This design comes from an exercise in tuning for small area, a short achievable clock period and few clock cycles on the open sky130 flow, not from production work. Function was checked by simulation only, so behaviour that the tests miss may differ from the original. Power is estimated from default activity; no workload was simulated.

Setup of build 55:
==> flow/design.v (excerpt) <==
module stepper_halfstep_controller_unit (
   input  logic        clock,
   input  logic        reset,
   input  logic        req_valid,
   output logic        req_ready,
   input  logic [2:0]  req_command,
   input  logic        req_motor,
   input  logic [31:0] req_step_count,
   input  logic [1:0]  req_switches_0,
   input  logic [1:0]  req_switches_1,
   output logic        rsp_valid,
   input  logic        rsp_ready,
   output logic [3:0]  rsp_coils_0,
   output logic [3:0]  rsp_coils_1,
   output logic [1:0]  rsp_status,
   output logic [31:0] rsp_position,
   output logic [31:0] rsp_steps_remaining,
   output logic [2:0]  rsp_motor_mode,
   output logic [1:0]  rsp_direction,
   output logic [15:0] rsp_current_period,
   input  logic        csr_we,
   input  logic [1:0]  csr_index,
   input  logic [15:0] csr_wdata
);
   localparam logic [1:0] REG_TARGET_0 = 2'd0;
   localparam logic [1:0] REG_TARGET_1 = 2'd1;
   localparam logic [1:0] REG_START    = 2'd2;
  ...
export LEC_CHECK = 0
export CAP_MARGIN = 20
export CORE_MARGIN = 2
export CORE_UTILIZATION = 40
export SLEW_MARGIN = 20
create_clock -name core_clock -period 11.5 [get_ports {clock}]
standard.sh (not shown) runs the stock make flow with config.mk's settings and CLKGATE_MAP_FILE= SYNTH_SCRIPT=/design/flow/synth_recipe.tcl, a recipe that flattens the netlist after the stock synthesis.
==> flow/flow/run.sh <==
#!/bin/bash
# The standard layout, with a tighter setup-repair target than the
# clock period (the SDC is unchanged) and plain buffers on the ports.
export SETUP_SLACK_MARGIN=7.8
export BUFFER_PORTS_ARGS="-buffer_cell sky130_fd_sc_hd__buf_2"
bash standard.sh > standard_run.log 2>&1
Testbench counts of build 55, summed over its fixed seeds: cycles 24,016.
## Diff of input files: trial 69 against build 55
==> flow/flow/run.sh <==
#!/bin/bash
# The standard layout, with a tighter setup-repair target than the
# clock period (the SDC is unchanged) and plain buffers on the ports.
export SETUP_SLACK_MARGIN=7.4
export BUFFER_PORTS_ARGS="-buffer_cell sky130_fd_sc_hd__buf_1"
bash standard.sh > standard_run.log 2>&1
diff --git a/flow/config.mk b/flow/config.mk
--- a/flow/config.mk
+++ b/flow/config.mk
@@ -10,2 +10,4 @@
 export CORE_UTILIZATION = 40
+export CTS_CLUSTER_DIAMETER = 100
+export CTS_CLUSTER_SIZE = 20
 export SLEW_MARGIN = 20
==> comparison <==
Trial 69 ends up with a utilization of the core after routing that is 2.7 points lower than in build 55. Largest voltage drop on the vdd net: trial 69 better than build 55. Routed wire in trial 69 totals less than in build 55. Against build 55 as the reference, trial 69 delivers a lower total of clock buffers placed in the layout. As of trial 69, wire length of the first global-routing pass had fallen by a few percent compared to build 55. Wire length on met1 down 2.8% in trial 69 wrt build 55. Taking build 55 as 1.0, trial 69 lands at 0.944 on total non-filler cell area in the finished layout. Post-cts repair resize count, trial 69 vs build 55: down by more than 10%.


stepper_halfstep_controller_unit again, from the RTL that the note above started with.
clock: 11.5 ns
lec_check: 0
cap_margin: 20
core_margin: 2
core_utilization: 40
cts_cluster_diameter: 130
cts_cluster_size: 26
slew_margin: 20
==> flow/flow/run.sh <==
#!/bin/bash
# The standard layout, with a tighter setup-repair target than the
# clock period (the SDC is unchanged) and plain buffers on the ports.
export SETUP_SLACK_MARGIN=7.4
export BUFFER_PORTS_ARGS="-buffer_cell sky130_fd_sc_hd__buf_1"
bash standard.sh > standard_run.log 2>&1
The baseline completed without violations.
Testbench counts at the start, summed over its fixed seeds: cycles 24,016.
Next try:
==> flow/flow/run.sh (replaced) <==
#!/bin/bash
# The standard layout, with a tighter setup-repair target than the
# clock period (the SDC is unchanged) and plain buffers on the ports.
export SETUP_SLACK_MARGIN=7.4
export BUFFER_PORTS_ARGS="-buffer_cell sky130_fd_sc_hd__buf_2"
bash standard.sh > standard_run.log 2>&1
Utilization is higher by 0.43 points.
Cell area grows by 0.98%.
Clock power climbs by about 1%.
Sequential share of layout area falls by 0.31 points.
Global-route usage increases by 0.18 points.
Power climbs by 0.43%.

port drivers added, routing unchanged:
No port has a modelled driver above. Below, the same layouts with a new extraction and two added sets of constraints. Step 1, drivers: a clkbuf_16 drives clock and a buf_2 each remaining input, both assumed. Step 2, shift: input delay + t, output delay - t, t = (earliest + latest rising clock arrival at the registers) / 2. This alone moves slack from input paths to output paths. a / b / c = ideal ports / drivers / drivers and shift; a / b = the first two.
run	shift t [ns]	setup WS [ns]	hold slack, ns	worst register clock-pin slew, ns	worst data-port slew with drivers (ns)
build 55	0.680	7.381 / 7.320 / 7.187	0.459 / 0.459 / 0.459	0.06 / 0.06	0.06
trial 69	0.670	7.307 / 7.249 / 6.910	0.468 / 0.468 / 0.468	0.10 / 0.10	0.06
the first run of note 2	0.636	7.434 / 7.376 / 6.916	0.470 / 0.470 / 0.470	0.12 / 0.12	0.06
the second run of note 2	0.659	7.364 / 7.303 / 6.939	0.475 / 0.475 / 0.475	0.12 / 0.12	0.05
After both steps setup and hold are still met in every run listed. The setup slack of the first run of note 2, which loses most, moves by -0.058 ns with the drivers and by -0.518 ns with both steps.
